What follows belongs to an exercise in optimizing a design on an open flow for a short achievable clock period and few clock cycles; a production flow would make more cautious choices. Only simulation tests tie the RTL to the original design; equivalence was not proved. Power is estimated from default activity; no workload was simulated.

--- design/flow/config.mk ---
export PLATFORM = sky130hd
export DESIGN_NAME = mipsCore
export DESIGN_NICKNAME = mipsCore
export VERILOG_FILES = /design/flow/design.v
export SDC_FILE = /design/flow/constraint.sdc
export NUM_CORES = 4
export LEC_CHECK = 0
export ABC_CLOCK_PERIOD_IN_PS = 2500
export CAP_MARGIN = 20
export CORE_MARGIN = 2
export CORE_UTILIZATION = 40
export SETUP_SLACK_MARGIN = 5
export SLEW_MARGIN = 20
--- design/flow/constraint.sdc ---
create_clock -name core_clock -period 8.0 [get_ports {CLK}]
set_input_delay 1.6000 -clock core_clock [delete_from_list [all_inputs] [get_ports {CLK}]]
set_output_delay 1.6000 -clock core_clock [all_outputs]
set_load 0.01 [all_outputs]
--- design/flow/design.v ---
`timescale 1ns/1ps
module mipsCore (
    input  logic               CLK,
    input  logic               rst_n,
    output logic [32-1:0] o_pc,
    input  logic [32-1:0] i_instr,
    output logic [32-1:0] o_memAddr,
    output logic [32-1:0] o_memWrData,
    output logic               o_memWrite,
    output logic               o_memRead,
    input  logic [32-1:0] i_memRdData,
    input  logic               i_memReady
);
    logic        memStall;    
    logic        busFree;     
    logic        ldDone;      
    logic        stallF;      
    logic        mispE;       
    logic [31:0] pcF;
    logic [31:0] pc4F;
    logic [31:0] brTgtF;
    logic [31:0] nextF;
    logic        isJF;
    logic        predF;
    logic [5:0]  opF;
    logic [5:0]  fnF;
    logic [4:0]  rsF, rtF, rdF;
    logic [31:0] immF;
    logic        regWriteF, isLoadF, isStoreF, isBrF, aluSrcF;
    logic        useRsF, useRtF, wrF;
    logic [4:0]  destF;
    logic [4:0]  aluSelF;     
    logic [31:0] rsValF, rtValF;
    logic        hzRs, hzRt, hzDest;
    logic        regWriteE, isLoadE, isStoreE, canMisE, isBneE, predE;
    logic [4:0]  aluSelE;
    logic [4:0]  destE;       
    logic [31:0] rsValE, rtValE, opBE, altE;
    logic        fwdAME, fwdAWE, fwdALE, fwdBME, fwdBWE, fwdBLE;
    logic        fwdOME, fwdOWE, fwdOLE;   
    logic [31:0] srcA, fwdB, srcB, sumE, difE, aluE;
    logic        sltE, takenE;
    logic [31:0] aluM;
    logic        regWriteM;
    logic [4:0]  destM;
    logic [31:0] busAddr, busData;
    logic        busRd, busWr;
    logic [4:0]  busDest;
    logic        ldV;
    logic [4:0]  ldDest;
    logic [31:0] ldData;
    logic [31:0] resW;
    logic        regWriteW;
    logic [4:0]  destW;
    logic [31:0] regs [1:31];
    assign o_pc = pcF;
    assign pc4F = pcF + 32'd4;
    assign opF = i_instr[31:26];
    assign rsF = i_instr[25:21];
    assign rtF = i_instr[20:16];
    assign rdF = i_instr[15:11];
    assign fnF = i_instr[5:0];
    assign immF = {{16{i_instr[15]}}, i_instr[15:0]};
    assign isJF = (opF == 6'd2);
    assign predF = (opF[5:1] == 5'b00010) && i_instr[15];
    assign brTgtF = pc4F + {immF[29:0], 2'b00};
    always_comb begin
        if (isJF)
            nextF = {pc4F[31:28], i_instr[25:0], 2'b00};
        else if (predF)
            nextF = brTgtF;
        else
            nextF = pc4F;
    end
    always_ff @(posedge CLK) begin
        if (!rst_n)
            pcF <= 32'h0000_0000;
        else if (mispE)
            pcF <= altE;
        else if (!stallF && !memStall)
            pcF <= nextF;
    end
    always_comb begin
        regWriteF = 1'b0;
        isLoadF = 1'b0;
        isStoreF = 1'b0;
        isBrF = 1'b0;
        aluSrcF = 1'b0;
        useRsF = 1'b0;
        useRtF = 1'b0;
        destF = rtF;
        aluSelF = 5'b00001;
        case (opF)
            6'd0: begin
                destF = rdF;
                useRsF = 1'b1;
                useRtF = 1'b1;
                regWriteF = 1'b1;
                case (fnF)
                    6'd33: ;
                    6'd35: aluSelF = 5'b00010;
                    6'd36:  aluSelF = 5'b00100;
                    6'd37:   aluSelF = 5'b01000;
                    6'd42:  aluSelF = 5'b10000;
                    default: begin
                        regWriteF = 1'b0;
                        useRsF = 1'b0;
                        useRtF = 1'b0;
                    end
                endcase
            end
            6'd9: begin
                regWriteF = 1'b1;
                aluSrcF = 1'b1;
                useRsF = 1'b1;
            end
            6'd35: begin
                isLoadF = 1'b1;
                aluSrcF = 1'b1;
                useRsF = 1'b1;
            end
            6'd43: begin
                isStoreF = 1'b1;
                aluSrcF = 1'b1;
                useRsF = 1'b1;
                useRtF = 1'b1;
            end
            6'd4, 6'd5: begin
                isBrF = 1'b1;
                useRsF = 1'b1;
                useRtF = 1'b1;
            end
            default: ;
        endcase
        if (destF == 5'd0)
            regWriteF = 1'b0;
        wrF = (regWriteF || isLoadF) && (destF != 5'd0);
    end
    always_comb begin
        if (rsF == 5'd0)
            rsValF = 32'd0;
        else if (regWriteW && (destW == rsF))
            rsValF = resW;
        else if (ldV && (ldDest == rsF))
            rsValF = ldData;
        else
            rsValF = regs[rsF];
        if (rtF == 5'd0)
            rtValF = 32'd0;
        else if (regWriteW && (destW == rtF))
            rtValF = resW;
        else if (ldV && (ldDest == rtF))
            rtValF = ldData;
        else
            rtValF = regs[rtF];
    end
    assign ldDone = busRd && i_memReady;
    assign hzRs = (rsF != 5'd0) && ((isLoadE && (destE == rsF)) ||
                                    (busRd && !i_memReady && (busDest == rsF)));
    assign hzRt = (rtF != 5'd0) && ((isLoadE && (destE == rtF)) ||
                                    (busRd && !i_memReady && (busDest == rtF)));
    assign hzDest = (isLoadE && (destE == destF)) ||
                    (busRd && !i_memReady && (busDest == destF));
    assign stallF = (useRsF && hzRs) || (useRtF && hzRt) || (wrF && hzDest);
    always_ff @(posedge CLK) begin
        if (!rst_n) begin
            regWriteE <= 1'b0;
            isLoadE <= 1'b0;
            isStoreE <= 1'b0;
            canMisE <= 1'b0;
        end else if (!memStall) begin
            if (mispE || stallF) begin
                regWriteE <= 1'b0;
                isLoadE <= 1'b0;
                isStoreE <= 1'b0;
                canMisE <= 1'b0;
            end else begin
                regWriteE <= regWriteF;
                isLoadE <= isLoadF;
                isStoreE <= isStoreF;
                canMisE <= isBrF && (i_instr[15:0] != 16'd0);
            end
        end
    end
    always_ff @(posedge CLK) begin
        if (memStall) begin
            rsValE <= srcA;
            rtValE <= fwdB;
            opBE <= srcB;
            fwdOME <= 1'b0;
            fwdOWE <= 1'b0;
            fwdOLE <= 1'b0;
            fwdAME <= 1'b0;
            fwdAWE <= 1'b0;
            fwdALE <= 1'b0;
            fwdBME <= 1'b0;
            fwdBWE <= 1'b0;
            fwdBLE <= 1'b0;
        end else begin
            isBneE <= opF[0];
            predE <= predF;
            aluSelE <= aluSelF;
            destE <= wrF ? destF : 5'd0;
            rsValE <= rsValF;
            rtValE <= rtValF;
            opBE <= aluSrcF ? immF : rtValF;
            altE <= predF ? pc4F : brTgtF;
            fwdAME <= regWriteE && (destE == rsF);
            fwdAWE <= regWriteM && (destM == rsF);
            fwdALE <= ldDone && (busDest != 5'd0) && (busDest == rsF);
            fwdBME <= regWriteE && (destE == rtF);
            fwdBWE <= regWriteM && (destM == rtF);
            fwdBLE <= ldDone && (busDest != 5'd0) && (busDest == rtF);
            fwdOME <= !aluSrcF && regWriteE && (destE == rtF);
            fwdOWE <= !aluSrcF && regWriteM && (destM == rtF);
            fwdOLE <= !aluSrcF && ldDone && (busDest != 5'd0) && (busDest == rtF);
        end
    end
    always_comb begin
        if (fwdAME)
            srcA = aluM;
        else if (fwdAWE)
            srcA = resW;
        else if (fwdALE)
            srcA = ldData;
        else
            srcA = rsValE;
        if (fwdBME)
            fwdB = aluM;
        else if (fwdBWE)
            fwdB = resW;
        else if (fwdBLE)
            fwdB = ldData;
        else
            fwdB = rtValE;
        if (fwdOME)
            srcB = aluM;
        else if (fwdOWE)
            srcB = resW;
        else if (fwdOLE)
            srcB = ldData;
        else
            srcB = opBE;
    end
    assign sumE = srcA + srcB;
    assign difE = srcA - srcB;
    assign sltE = (srcA[31] != srcB[31]) ? srcA[31] : difE[31];
    assign aluE = ({32{aluSelE[0]}} & sumE) |
                  ({32{aluSelE[1]}} & difE) |
                  ({32{aluSelE[2]}} & (srcA & srcB)) |
                  ({32{aluSelE[3]}} & (srcA | srcB)) |
                  {31'd0, aluSelE[4] & sltE};
    assign takenE = (srcA == fwdB) ^ isBneE;
    assign mispE = canMisE && (takenE != predE);
    always_ff @(posedge CLK) begin
        if (!rst_n)
            regWriteM <= 1'b0;
        else
            regWriteM <= regWriteE && !memStall;
    end
    always_ff @(posedge CLK) begin
        aluM <= aluE;
        destM <= destE;
    end
    assign busFree = !(busRd || busWr) || i_memReady;
    assign memStall = (isLoadE || isStoreE) && !busFree;
    always_ff @(posedge CLK) begin
        if (!rst_n) begin
            busRd <= 1'b0;
            busWr <= 1'b0;
        end else if (busFree) begin
            busRd <= isLoadE;
            busWr <= isStoreE;
        end
    end
    always_ff @(posedge CLK) begin
        if (busFree) begin
            busAddr <= aluE;
            busData <= fwdB;
            busDest <= destE;
        end
    end
    assign o_memAddr = busAddr;
    assign o_memWrData = busData;
    assign o_memRead = busRd;
    assign o_memWrite = busWr;
    always_ff @(posedge CLK) begin
        if (!rst_n)
            ldV <= 1'b0;
        else
            ldV <= ldDone && (busDest != 5'd0);
    end
    always_ff @(posedge CLK) begin
        if (ldDone) begin
            ldDest <= busDest;
            ldData <= i_memRdData;
        end
    end
    always_ff @(posedge CLK) begin
        if (!rst_n)
            regWriteW <= 1'b0;
        else
            regWriteW <= regWriteM;
    end
    always_ff @(posedge CLK) begin
        resW <= aluM;
        destW <= destM;
    end
    always_ff @(posedge CLK) begin
        if (regWriteW)
            regs[destW] <= resW;
        if (ldV)
            regs[ldDest] <= ldData;
    end
endmodule
--- design/flow/run.sh ---
#!/bin/bash
# synth_recipe.tcl (not shown) runs the flow's synth.tcl, then flattens the netlist and writes it again
# the make line also repeats each setting of config.mk as NAME=value (left out here)
make -C /OpenROAD-flow-scripts/flow DESIGN_CONFIG=/design/flow/config.mk WORK_HOME=/design/flow/orfs CLKGATE_MAP_FILE= SYNTH_SCRIPT=/design/flow/synth_recipe.tcl finish
==> impl_metrics.ini <==
[timing]
finalCriticalPeriod_ps = 4630
skew_ps = 34.7
finalSetupViolCount = 0
fmax_mhz = 216
slew_viol_final = 0
tns_ps = 0
layout_setup_ws_ps = 3370
fin_crit_sh_pct = 57.8
tightest_slew_ps = 1210
rsz0062_at_grt = true
relSlewSlack_pct = 18.8
hold_viol = 0
worst_hold_slack_ps = 375

[drt]
drtIter0Drc = 11414
antenna_left = 0
vias = 67277
wl_per_cell_um = 37.6
drc = 0
viasPerCell = 6.84
drt-pass1-iter-count = 6
routed_wl_mm = 370

[worst_setup_path]
cp_data_required_time_ps = 8590
reg2regPathDepth = 21
worstReg2RegStart = fwdALE
cp_cell_sequence = buf_4, mux2i_2, o21ai_2, mux2i_4, ha_4, o21bai_1, a21o_1, a21oi_2, nor3b_4, o211ai_1, buf_4, a211oi_2, buf_4, o2111ai_4, o311ai_4, nor2_2, o31ai_2, a31oi_1, fa_2, o22ai_1, a221o_1
critPathKind = reg2reg
critPathMaxFanout = 7
worstPathArrival_ps = 5210
critPathMostFrequentCell = buf_4
critPathLaunchType = flip-flop
reg2reg_slack_ps = 3370
endpoint = busAddr[31]
crit_path_max_incr_delay_ps = 540
timing.rr.end = busAddr[31]
crit_start = fwdALE
slowest_stage = fa_2
end_kind = flip-flop

[layout]
layout.cells.non_filler = 9832
drive_gt1_share_pct = 49.4
syn_to_final_growth_pct = 27.4
final_core_util_pct = 51.2
stdcell_area_um2 = 106000
final_nets = 7197
fillerInstances = 17251

[place]
port_buffers = 164
dpl_worst_slack_ps = 2040
dp.cells = 8910
place_area_um2 = 88100
gp_congestion = 0.955
dp_hpwl_mm = 190

[power]
switching_share_pct = 30.3
power_frac_clock_pct = 31.2
vdd.ir_drop.worst_mv = 0.241
intPower_mw = 16.1
p_total_mw = 23.1
p_switching_mw = 7.00
p_leak_nw = 37.1
p_comb_share_pct = 29.4
seq_power_share_pct = 39.4
power_density_nw_per_um2 = 218

[yosys]
synthArstFlopShare_pct = 0
avgSynthCellArea_um2 = 12.7
synth_area_leaders = edfxtp_1 41%, mux2_2 14%, mux4_2 14%
synth-edff-count = 1142
netlist.area_leader.share_pct = 41.3
syn_area_um2 = 83100
yosys.area.top_type = edfxtp_1
netlist_top_cells_count = 1,142 x edfxtp_1, 1,025 x mux2_2, 551 x clkbuf_1, 507 x mux4_2, 382 x nand2_1
synth.distinct_cells = 91
synth_seq_area_share_pct = 46.6
postSynthNetCount = 6767
yosysMostFrequentCell = edfxtp_1
yosysWarningCount = 1
ys_ff_latch = 1362
yosys_most_used_dff = edfxtp_1
synthCells = 6564

[cts]
cts.reportedPaths.clkPinSlew_ps = 60
htree_levels = 4
clock_path_buffers = 3
clock_latency_ps = 860
cts_root_buf = clkbuf_16
cts_tree = built
numCtsBuffers = 154
cts.sinks = 1362

[grt]
use_met2_pct = 48.0
grt.met3_usage_pct = 12.6
busiest_layer = met2
grt_max_degree = 94
grt_pass1_vias = 63759
grt_first_pass_wirelength_mm = 504
antenna_found_initial = 18
grtUsageTotal_pct = 33.9
overflow = 0
met1_usage_pct = 44.9

[run]
maxCapViolations = 0

[die]
io_pins = 165
die_h_um = 460
rows = 167
die_area_um2 = 211000
core_um2 = 207000
die_w_um = 460
start_util_pct = 40.2

[outcome]
outcome = complete, no violations

[min_path]
min_path_type = reg2reg
hold_start = destM[1]
## state kept, by name, indices dropped and copies added (netlist names), 5 cells and up
signal and count:
rtValE 32, ldData 32, ldDest 5, busDest 5, destW 5, opBE 32
busData 32, destM 5, aluM 32, pcF 32, regs 992, busAddr 32
aluSelE 5, rsValE 32, altE 32, resW 32, destE 5
## power groups by stage
stage                     sequential, mW  clock, mW  combinational (mW)
after floorplan                     9.05          0                4.17
after global placement              9.22          0                5.52
after detailed placement            9.23          0                5.64
after CTS                           9.08       7.21                6.35
after global routing                9.12       7.48                7.12
final                               9.10       7.21                6.79
## cells by family (layout without fill, tap and decap cells)
kind of cell	Yosys count	after routing	synth area share, %
AND/OR/NAND/NOR	1059	1075	5.73
AO/OA/AOI/OAI	1126	1126	8.45
other	0	9	0
adder cells (fa/ha/maj)	136	136	2.08
multiplexers	1847	1847	31.4
buffers and inverters	880	1419	4.12
flip-flops	1362	1362	46.6
XOR/XNOR	154	154	1.63
## worst max-delay path: cells and delay by family, from the launching register on
kind	cells	cell delay [ps]
flip-flops	1	480
AO/OA/AOI/OAI	12	1740
adder cells (fa/ha/maj)	2	790
buffers and inverters	3	500
multiplexers	2	500
AND/OR/NAND/NOR	2	320
## final cells by class
class	count	area (um^2)	area share (%)
multi-input combinational	4338	46100	43.5
sequential	1362	38800	36.7
timing repair buffer	988	12100	11.4
clock buffer	209	4220	3.99
tap	2704	3380	3.19
clock inverter	72	712	0.672
inverter	148	593	0.560
antenna	9	22.5	0.0213
timing repair inverter	2	12.5	0.0118
## per-layer routing
metal | vias to the layer above | wire [um]
li1 | 26281 | -
met1 | 34234 | 135000
met2 | 5521 | 154000
met3 | 1220 | 56600
met4 | 21 | 24100
met5 | - | 385
## layout by cell type, fill, tap and decap left out, drive strengths merged, types with 23 or more instances in the layout
| master | count |
|---|---|
| edfxtp | 1142 |
| mux2 | 1025 |
| buf | 905 |
| mux4 | 507 |
| nand2 | 382 |
| nor2 | 350 |
| a21oi | 342 |
| mux2i | 315 |
| o21ai | 312 |
| dfxtp | 220 |
| clkbuf | 216 |
| inv | 146 |
| ha | 132 |
| xnor2 | 83 |
| o22ai | 77 |
| xor2 | 71 |
| a211oi | 60 |
| clkinv | 58 |
| nand3 | 57 |
| nor3 | 41 |
| o221ai | 37 |
| and2 | 37 |
| a31oi | 37 |
| clkdlybuf4s50 | 36 |
| or3 | 31 |
| and3 | 31 |
| o211ai | 30 |
| nand2b | 30 |
| a21o | 28 |
| bufbuf | 26 |
| nor2b | 24 |
| a221oi | 23 |
## how the worst min path moves through the flow
stage | endpoint | slack, ps | depth (start not counted)
after global placement | resW[2] | 370 | 0
final | destW[1] | 370 | 0
after global routing | resW[14] | 390 | 0
after detailed placement | resW[2] | 380 | 0
after CTS | resW[14] | 380 | 0
after floorplan | resW[31] | 330 | 0
## what timing repair did
action / CTS / global route
buffers inserted: 401 / 124
pin swaps: 231 / 179
hold buffers: 0 / 0
gates resized for setup: 1455 / 343
gates cloned: 101 / 6
setup endpoints to repair: 924 / 854
Testbench counts, summed over its fixed seeds: cycles 29,431.

separate check: timing with driven ports:
The flow's constraints put no driver on any port. The routed layout listed below was extracted and timed again, unchanged, in two steps.
Step 1 (the two cells are an assumption about what drives the block):
set clk [get_ports {CLK}]
set_driving_cell -lib_cell sky130_fd_sc_hd__clkbuf_16 $clk
set_driving_cell -lib_cell sky130_fd_sc_hd__buf_2 [delete_from_list [all_inputs] $clk]
Step 2 moves the port delays by t, midway between the first and last clock arrival at a register: inputs arrive t later, outputs are due t later. That takes back most of the time a late clock gives input paths.
a / b / c = ideal / step 1 / step 2; a / b = the first two.
t, ns: 0.946
slack for setup (ns): 3.373 / 3.373 / 3.057
hold slack, ns: 0.375 / 0.375 / 0.375
worst setup path after step 2: input to register
worst data-port slew with drivers (ns): 0.60
After both steps setup and hold are still met in this run. The setup slack of this run moves by 0.000 ns with the drivers and by -0.316 ns with both steps.
